Source: an optimization exercise on an open RTL-to-GDS flow (aim: small area). Production flows keep margins and buffers that such runs may drop. The RTL was checked by simulation tests, not by an equivalence proof against the original design. No activity file was given, so power comes from the tool's default toggle rates.

**design/flow/design.v**
```verilog
`timescale 1ns/1ps
package out_ctrl_pkg;
    typedef logic [24-1:0] pixel_t;
    typedef logic [4*4*24-1:0] tile_t;
    typedef logic [4*24-1:0] tile_row_t;
    typedef logic [32-1:0] axi_word_t;
    typedef logic [31:0]           axi_addr_t;
    typedef logic [7:0] tile_cnt_t;
    typedef enum logic [2:0] {
        S_IDLE  = 3'd0,
        S_PASS  = 3'd1,
        S_STORE = 3'd2,
        S_WRITE = 3'd3,
        S_NEXT  = 3'd4
    } seq_state_t;
endpackage
`timescale 1ns/1ps
module tile_capture (
    input  logic      aclk,
    input  logic      aresetn,
    input  logic      start,
    input  out_ctrl_pkg::axi_addr_t dst_addr,
    input  out_ctrl_pkg::tile_t     result,
    input  logic      result_valid,
    input  logic      tile_release,
    input  logic      frame_done,
    output logic      busy,
    output logic      frame_start,
    output out_ctrl_pkg::axi_addr_t frame_addr,
    output logic      tile_valid,
    output out_ctrl_pkg::tile_t     tile
);
    localparam int PASS_W = $clog2(16 + 1);
    out_ctrl_pkg::seq_state_t        phase;
    logic [1:0]        start_q;
    logic [PASS_W-1:0] pass_cnt;
    logic              take;
    always_ff @(posedge aclk or negedge aresetn) begin
        if (!aresetn) begin
            start_q <= 2'b00;
        end else begin
            start_q <= {start_q[0], start};
        end
    end
    assign frame_start = (start_q == 2'b01) && (phase == out_ctrl_pkg::S_IDLE);
    always_ff @(posedge aclk) begin
        if (phase == out_ctrl_pkg::S_IDLE && start && !start_q[0]) begin
            frame_addr <= dst_addr;
        end
    end
    assign busy = !((phase == out_ctrl_pkg::S_PASS) || (phase == out_ctrl_pkg::S_STORE && !tile_valid));
    assign take = result_valid && !busy;
    always_ff @(posedge aclk or negedge aresetn) begin
        if (!aresetn) begin
            phase    <= out_ctrl_pkg::S_IDLE;
            pass_cnt <= '0;
        end else begin
            case (phase)
                out_ctrl_pkg::S_IDLE: begin
                    if (frame_start) begin
                        phase    <= out_ctrl_pkg::S_PASS;
                        pass_cnt <= '0;
                    end
                end
                out_ctrl_pkg::S_PASS: begin
                    if (take) begin
                        pass_cnt <= pass_cnt + 1'b1;
                        if (pass_cnt == PASS_W'(16 - 1)) begin
                            phase <= out_ctrl_pkg::S_STORE;
                        end
                    end
                end
                out_ctrl_pkg::S_STORE: begin
                    if (frame_done) begin
                        phase <= out_ctrl_pkg::S_IDLE;
                    end
                end
                default: phase <= out_ctrl_pkg::S_IDLE;
            endcase
        end
    end
    always_ff @(posedge aclk or negedge aresetn) begin
        if (!aresetn) begin
            tile_valid <= 1'b0;
        end else if (phase == out_ctrl_pkg::S_STORE && take) begin
            tile_valid <= 1'b1;
        end else if (tile_release) begin
            tile_valid <= 1'b0;
        end
    end
    always_ff @(posedge aclk) begin
        if (phase == out_ctrl_pkg::S_STORE && take) begin
            tile <= result;
        end
    end
endmodule
`timescale 1ns/1ps
module tile_write_seq (
    input  logic      aclk,
    input  logic      aresetn,
    input  logic      frame_start,
    input  out_ctrl_pkg::axi_addr_t frame_addr,
    input  logic      tile_valid,
    input  out_ctrl_pkg::tile_t     tile,
    input  logic      burst_done,
    output logic      tile_release,
    output logic      frame_done,
    output logic      burst_req,
    output out_ctrl_pkg::axi_addr_t burst_addr,
    output out_ctrl_pkg::tile_row_t burst_row,
    output logic      finish_irq
);
    localparam int        ROW_W      = $clog2(4);
    localparam int        IRQ_W      = $clog2(4 + 1);
    localparam out_ctrl_pkg::tile_cnt_t LAST_COL   = out_ctrl_pkg::tile_cnt_t'(4 - 1);
    localparam out_ctrl_pkg::tile_cnt_t LAST_ROW   = out_ctrl_pkg::tile_cnt_t'(2 - 1);
    localparam out_ctrl_pkg::axi_addr_t LINE_BYTES = out_ctrl_pkg::axi_addr_t'((4 * (4 * 24 / 8)));
    localparam out_ctrl_pkg::axi_addr_t STEP_BYTES = out_ctrl_pkg::axi_addr_t'((4 * 24 / 8));
    localparam out_ctrl_pkg::axi_addr_t BAND_BYTES = out_ctrl_pkg::axi_addr_t'(4 * (4 * (4 * 24 / 8)));
    out_ctrl_pkg::seq_state_t                   state;
    out_ctrl_pkg::seq_state_t                   state_nxt;
    out_ctrl_pkg::tile_cnt_t                    col_cnt;
    out_ctrl_pkg::tile_cnt_t                    row_cnt;
    logic [ROW_W-1:0]             row_idx;
    logic [IRQ_W-1:0]             irq_cnt;
    out_ctrl_pkg::axi_addr_t                    band_addr;
    out_ctrl_pkg::axi_addr_t                    tile_addr;
    logic [4-1:0][4*24-1:0] tile_rows;
    logic                         tile_ready;
    logic                         row_step;
    logic                         last_row;
    logic                         last_tile;
    assign tile_rows  = tile;
    assign tile_ready = (state == out_ctrl_pkg::S_PASS || state == out_ctrl_pkg::S_STORE) && tile_valid;
    assign last_row   = (row_idx == ROW_W'(4 - 1));
    assign row_step   = (state == out_ctrl_pkg::S_WRITE) && burst_done && !last_row;
    assign last_tile  = (col_cnt == LAST_COL) && (row_cnt == LAST_ROW);
    assign tile_release = (state == out_ctrl_pkg::S_NEXT);
    assign frame_done   = (state == out_ctrl_pkg::S_NEXT) && last_tile;
    always_comb begin
        state_nxt = state;
        case (state)
            out_ctrl_pkg::S_IDLE:          if (frame_start) state_nxt = out_ctrl_pkg::S_PASS;
            out_ctrl_pkg::S_PASS, out_ctrl_pkg::S_STORE: if (tile_valid) state_nxt = out_ctrl_pkg::S_WRITE;
            out_ctrl_pkg::S_WRITE:         if (burst_done && last_row) state_nxt = out_ctrl_pkg::S_NEXT;
            out_ctrl_pkg::S_NEXT:          state_nxt = last_tile ? out_ctrl_pkg::S_IDLE : out_ctrl_pkg::S_STORE;
            default:         state_nxt = out_ctrl_pkg::S_IDLE;
        endcase
    end
    always_ff @(posedge aclk or negedge aresetn) begin
        if (!aresetn) begin
            state     <= out_ctrl_pkg::S_IDLE;
            burst_req <= 1'b0;
            row_idx   <= '0;
            col_cnt   <= '0;
            row_cnt   <= '0;
        end else begin
            state     <= state_nxt;
            burst_req <= tile_ready || row_step;
            if (tile_ready) begin
                row_idx <= '0;
            end else if (row_step) begin
                row_idx <= row_idx + 1'b1;
            end
            if (state == out_ctrl_pkg::S_IDLE && frame_start) begin
                col_cnt <= '0;
                row_cnt <= '0;
            end else if (state == out_ctrl_pkg::S_NEXT) begin
                if (col_cnt == LAST_COL) begin
                    col_cnt <= '0;
                    row_cnt <= row_cnt + 1'b1;
                end else begin
                    col_cnt <= col_cnt + 1'b1;
                end
            end
        end
    end
    always_ff @(posedge aclk) begin
        if (state == out_ctrl_pkg::S_IDLE && frame_start) begin
            band_addr <= frame_addr;
            tile_addr <= frame_addr;
        end else if (state == out_ctrl_pkg::S_NEXT) begin
            if (col_cnt == LAST_COL) begin
                band_addr <= band_addr + BAND_BYTES;
                tile_addr <= band_addr + BAND_BYTES;
            end else begin
                tile_addr <= tile_addr + STEP_BYTES;
            end
        end
        if (tile_ready) begin
            burst_addr <= tile_addr;
            burst_row  <= tile_rows[0];
        end else if (row_step) begin
            burst_addr <= burst_addr + LINE_BYTES;
            burst_row  <= tile_rows[row_idx + 1'b1];
        end
    end
    always_ff @(posedge aclk or negedge aresetn) begin
        if (!aresetn) begin
            finish_irq <= 1'b0;
            irq_cnt    <= '0;
        end else if (frame_done) begin
            finish_irq <= 1'b1;
            irq_cnt    <= IRQ_W'(4 - 1);
        end else if (finish_irq) begin
            if (irq_cnt == '0) begin
                finish_irq <= 1'b0;
            end else begin
                irq_cnt <= irq_cnt - 1'b1;
            end
        end
    end
endmodule
`timescale 1ns/1ps
module axi_burst_writer (
    input  logic                     aclk,
    input  logic                     aresetn,
    input  logic                     burst_req,
    input  out_ctrl_pkg::axi_addr_t                burst_addr,
    input  out_ctrl_pkg::tile_row_t                burst_row,
    output logic                     burst_done,
    output out_ctrl_pkg::axi_addr_t                m_axi_awaddr,
    output logic                     m_axi_awvalid,
    input  logic                     m_axi_awready,
    output logic [7:0]               m_axi_awlen,
    output out_ctrl_pkg::axi_word_t                m_axi_wdata,
    output logic [32/8-1:0]  m_axi_wstrb,
    output logic                     m_axi_wlast,
    output logic                     m_axi_wvalid,
    input  logic                     m_axi_wready
);
    localparam int                BEAT_W    = $clog2(3);
    localparam logic [BEAT_W-1:0] LAST_BEAT = BEAT_W'(3 - 1);
    logic [3-1:0][32-1:0] row_words;
    logic [BEAT_W-1:0]               beat;
    logic                            aw_hs;
    logic                            w_hs;
    assign aw_hs = m_axi_awvalid && m_axi_awready;
    assign w_hs  = m_axi_wvalid && m_axi_wready;
    assign m_axi_awlen = 8'(3 - 1);
    assign m_axi_wstrb = '1;
    assign m_axi_wdata = row_words[beat];
    assign m_axi_wlast = m_axi_wvalid && (beat == LAST_BEAT);
    assign burst_done  = w_hs && m_axi_wlast;
    always_ff @(posedge aclk) begin
        if (burst_req) begin
            m_axi_awaddr <= burst_addr;
            row_words    <= burst_row;
        end
    end
    always_ff @(posedge aclk or negedge aresetn) begin
        if (!aresetn) begin
            m_axi_awvalid <= 1'b0;
            m_axi_wvalid  <= 1'b0;
            beat          <= '0;
        end else begin
            if (burst_req) begin
                m_axi_awvalid <= 1'b1;
            end else if (aw_hs) begin
                m_axi_awvalid <= 1'b0;
            end
            if (aw_hs) begin
                m_axi_wvalid <= 1'b1;
                beat         <= '0;
            end else if (w_hs) begin
                if (beat == LAST_BEAT) begin
                    m_axi_wvalid <= 1'b0;
                end else begin
                    beat <= beat + 1'b1;
                end
            end
        end
    end
endmodule
`timescale 1ns/1ps
module out_ctrl_top (
    input  logic                     aclk,
    input  logic                     aresetn,
    input  logic                     start,
    input  logic [31:0]              dst_addr,
    input  logic [383:0]             result,
    input  logic                     result_valid,
    output logic                     busy,
    output logic                     finish_irq,
    output logic [31:0]              m_axi_awaddr,
    output logic                     m_axi_awvalid,
    input  logic                     m_axi_awready,
    output logic [7:0]               m_axi_awlen,
    output logic [31:0]              m_axi_wdata,
    output logic [3:0]               m_axi_wstrb,
    output logic                     m_axi_wlast,
    output logic                     m_axi_wvalid,
    input  logic                     m_axi_wready
);
    logic      frame_start;
    out_ctrl_pkg::axi_addr_t frame_addr;
    logic      tile_valid;
    out_ctrl_pkg::tile_t     tile;
    logic      tile_release;
    logic      frame_done;
    logic      burst_req;
    out_ctrl_pkg::axi_addr_t burst_addr;
    out_ctrl_pkg::tile_row_t burst_row;
    logic      burst_done;
    tile_capture u_capture (
        .aclk         (aclk),
        .aresetn      (aresetn),
        .start        (start),
        .dst_addr     (dst_addr),
        .result       (result),
        .result_valid (result_valid),
        .tile_release (tile_release),
        .frame_done   (frame_done),
        .busy         (busy),
        .frame_start  (frame_start),
        .frame_addr   (frame_addr),
        .tile_valid   (tile_valid),
        .tile         (tile)
    );
    tile_write_seq u_seq (
        .aclk         (aclk),
        .aresetn      (aresetn),
        .frame_start  (frame_start),
        .frame_addr   (frame_addr),
        .tile_valid   (tile_valid),
        .tile         (tile),
        .burst_done   (burst_done),
        .tile_release (tile_release),
        .frame_done   (frame_done),
        .burst_req    (burst_req),
        .burst_addr   (burst_addr),
        .burst_row    (burst_row),
        .finish_irq   (finish_irq)
    );
    axi_burst_writer u_writer (
        .aclk          (aclk),
        .aresetn       (aresetn),
        .burst_req     (burst_req),
        .burst_addr    (burst_addr),
        .burst_row     (burst_row),
        .burst_done    (burst_done),
        .m_axi_awaddr  (m_axi_awaddr),
        .m_axi_awvalid (m_axi_awvalid),
        .m_axi_awready (m_axi_awready),
        .m_axi_awlen   (m_axi_awlen),
        .m_axi_wdata   (m_axi_wdata),
        .m_axi_wstrb   (m_axi_wstrb),
        .m_axi_wlast   (m_axi_wlast),
        .m_axi_wvalid  (m_axi_wvalid),
        .m_axi_wready  (m_axi_wready)
    );
endmodule
```
**design/flow/run.sh**
```bash
#!/bin/bash
# synth_recipe.tcl (not shown) runs the flow's synth.tcl, then flattens the netlist and writes it again
# the make line also repeats each setting of config.mk as NAME=value (left out here)
make -C /OpenROAD-flow-scripts/flow DESIGN_CONFIG=/design/flow/config.mk WORK_HOME=/design/flow/orfs CLKGATE_MAP_FILE= SYNTH_SCRIPT=/design/flow/synth_recipe.tcl finish
```
**design/flow/config.mk**
```make
export PLATFORM = sky130hd
export DESIGN_NAME = out_ctrl_top
export DESIGN_NICKNAME = out_ctrl_top
export VERILOG_FILES = /design/flow/design.v
export SDC_FILE = /design/flow/constraint.sdc
export NUM_CORES = 4
export LEC_CHECK = 0
export CAP_MARGIN = 20
export CORE_MARGIN = 2
export CORE_UTILIZATION = 40
export SLEW_MARGIN = 20
```
**design/flow/constraint.sdc**
```tcl
create_clock -name core_clock -period 5.0 [get_ports {aclk}]
set_input_delay 1.0000 -clock core_clock [delete_from_list [all_inputs] [get_ports {aclk}]]
set_output_delay 1.0000 -clock core_clock [all_outputs]
set_load 0.01 [all_outputs]
```
==> results.toml <==
[outcome]
outcome = "complete, no violations"

[clocking]
cts-root-buf = "clkbuf_16"
postCtsHoldBufs = 0
ctsResizeCount = 0
clock_sinks = 776
clkLatencyLatePin_ns = 0.65
clk_pin_slew_worst_paths_ns = 0.06
cts_tree = "yes"
cts-htree-levels = 3
clockBufferDepth = 3
cts_made_buffers = 87
post-cts-setup-buffer-count = 0

[logic_synthesis]
async_flop_share = 0.05155
seq_area_frac_synth = 0.6279
postSynth.topFlopCell = "edfxtp_1"
synth_area_leaders = "edfxtp_1 60%, mux4_2 14%, o21ai_0 2.8%"
ys_ff_latch = 776
avgSynthCellArea_um2 = 14.64
synth_edf_count = 736
synth_top_area_share = 0.6007
ys_types = 73
syn-cell-area_mm2 = 0.03679
synth_top_area_cell = "edfxtp_1"
syn_inst = 2513
ys_warn_count = 3

[worst_setup_path]
crit_arrival_ns = 3.31
required_ns = 4.00
startpoint_type = "flop"
crit_fanout = 35
crit_path_end_kind = "output pin"
crit_type = "flop to output pin"

[placement]
hpwlAfterDp_mm = 76.71
dp_slack_ns = 1.233
portBuffers = 490
gp_congestion = 0.9028

[detailed_routing]
dr.first_iter.drc_count = 2384
via_per_inst = 5.773
num_vias = 24530
post_drt_wl_per_cell_um = 25.16
drt.antenna.violating_nets = 0
wirelength_mm = 106.9
drc = 0
first_pass_iters = 6

[grt]
grt_pass1_vias = 24650
grt_max_degree = 159
antenna_found_initial = 35
grt_pass1_wl_mm = 157.7
overflow = 0
track_usage = 0.2254

[power_and_ir_drop]
swShare = 0.2011
ir_worst_vdd_mv = 0.3162
power_leakage_nw = 14.39
p_int_mw = 11.45
switching_power_mw = 2.882
p_comb_frac = 0.041
seqPwrFrac = 0.509
power.density_mw_per_mm2 = 312.2
clkPwrFrac = 0.450

[sta]
fin_ws_ns = 0.6935
min_period_over_period = 0.8613
period_needed_ns = 4.306
fin_skew_ns = 0.02656
max_freq_mhz = 232.2
drv_slew = 0
setup_violations = 0
worst_pin_slew_ns = 1.088
rsz0062_at_grt = "false"
hold_viol = 0
setup_tns_ns = 0
relSlewSlack = 0.2721

[final_layout]
final_common_cell = "edfxtp_1"
syn_to_final_growth_pct = 24.77
drive_gt1_frac = 0.1552
nets = 3406
layout_common_cells = "736 x edfxtp_1, 489 x clkdlybuf4s50_1, 255 x nand2_1, 223 x mux4_2, 202 x o21ai_0"

[worst_hold_path]
hold_class = "flop to flop"

[die]
core_mm2 = 0.09139
start_util = 0.4026
die_area_mm2 = 0.09442
rows = 111
io_pins = 503
dieHeight_um = 307.3
die_width_um = 307.3

[job]
drv_cap = 0
cell usage after synthesis (14+ instances only):
| library cell | instances |
|---|---|
| edfxtp_1 | 736 |
| nand2_1 | 256 |
| mux4_2 | 223 |
| o21ai_0 | 203 |
| nor2_1 | 175 |
| a21oi_1 | 105 |
| nor3_1 | 85 |
| clkbuf_1 | 75 |
| mux2i_1 | 71 |
| buf_2 | 69 |
| xor2_1 | 47 |
| a221oi_1 | 42 |
| dfrtp_1 | 40 |
| mux2_2 | 37 |
| o211ai_1 | 34 |
| xnor2_1 | 34 |
| nand3_1 | 33 |
| inv_1 | 27 |
| buf_4 | 20 |
| nand4_1 | 18 |
| ha_1 | 16 |
| and3_1 | 14 |
cells by family after synthesis:
logic type      synth area share
simple gates             0.08206
flops                     0.6279
xor+xnor                 0.01928
compound gates           0.07053
fa+ha+maj               0.005441
mux                       0.1676
buf+inv                  0.02697
other cells            0.0002041
worst paths after layout:
path,cells past startpoint,slack [ns],start,end
setup / recovery,5,0.69,u_writer.beat[1],m_axi_wdata[4]
hold / removal,0,0.41,u_seq.burst_row[40],u_writer.row_words[40]
setup reg to reg,6,1.47,u_seq.row_idx[0],u_seq.burst_row[73]
hold reg to reg,0,0.41,u_seq.burst_row[40],u_writer.row_words[40]
max in group asynchronous,1,3.82,aresetn,u_seq.burst_req
min in group asynchronous,1,0.48,aresetn,u_seq.irq_cnt[1]
flip-flops by register name (all words and copies together), names as in the netlist, 3 cells and up:
name,cells
u_seq.row_cnt,8
u_seq.col_cnt,8
u_seq.irq_cnt,3
u_seq.tile_addr,32
u_seq.band_addr,32
u_writer.row_words,96
u_seq.burst_addr,32
u_writer.m_axi_awaddr,32
u_capture.tile,384
u_capture.pass_cnt,5
u_seq.burst_row,96
u_capture.frame_addr,32
u_seq.state,3
layer usage:
layer,up-vias,routed length (um),GRT usage
li1,10790,-,-
met1,12270,41650,0.2978
met2,1215,51590,0.3653
met3,218,10170,0.05382
met4,30,3297,0.07850
met5,-,198,0
per-stage QoR:
step	hold slack [ns]	instances	utilization	area (um^2)	power, mW
global route	0.4208	4240	0.5021	45880	14.79
global placement	0.4004	4064	0.4697	42930	8.011
detailed placement	0.4045	4064	0.4697	42930	8.025
CTS	0.4126	4226	0.5015	45830	14.48
finish	0.4117	4248	0.5023	45900	14.33
floorplan	0.4003	2523	-	36830	7.582
final cells by class:
type,instances,area [um^2]
Inverter,29,118.9
Tap cell,1186,1484
Clock buffer,105,2328
Multi-Input combinational cell,1539,12870
Timing Repair Buffer,535,5363
Antenna cell,21,52.55
Fill cell,7665,45480
Clock inverter,57,575.6
Sequential cell,776,23110
worst max-delay path: stages (launching register included):
cell and delay (ns):
dfrtp_4 0.77, nor2_4 0.82, buf_4 0.30, nand2_1 0.06, o21ai_0 0.10, clkdlybuf4s50_1 0.58
power by group through the flow:
stage	sequential, mW	combinational (mW)	clock [mW]
after floorplan	7.40	0.177	0
after global placement	7.43	0.586	0
after detailed placement	7.43	0.595	0
after CTS	7.30	0.597	6.59
after global routing	7.30	0.630	6.86
final	7.30	0.589	6.44

==> what the ideal ports hide <==
How much do the figures lean on ideal ports? The routed layout below was timed once more, with nothing changed but the port constraints. Step 1 assumes that a clkbuf_16 drives the clock port and a buf_2 every other input. Step 2, shift: input delay + t, output delay - t, t = (earliest + latest rising clock arrival at the registers) / 2. This alone moves slack from input paths to output paths. Slacks: no drivers / after step 1 / after step 2; pairs: no drivers / after step 1.
shift t [ns]: 0.712
setup WS [ns]: 0.694 / 0.622 / 1.326
worst setup path after step 2: input to register
clock arrival spread, ns: 0.036 / 0.037
slew at the worst register clock pin (ns): 0.07 / 0.07
After both steps this run still meets setup and hold. The setup slack of this run moves by -0.072 ns with the drivers and by +0.632 ns with both steps.
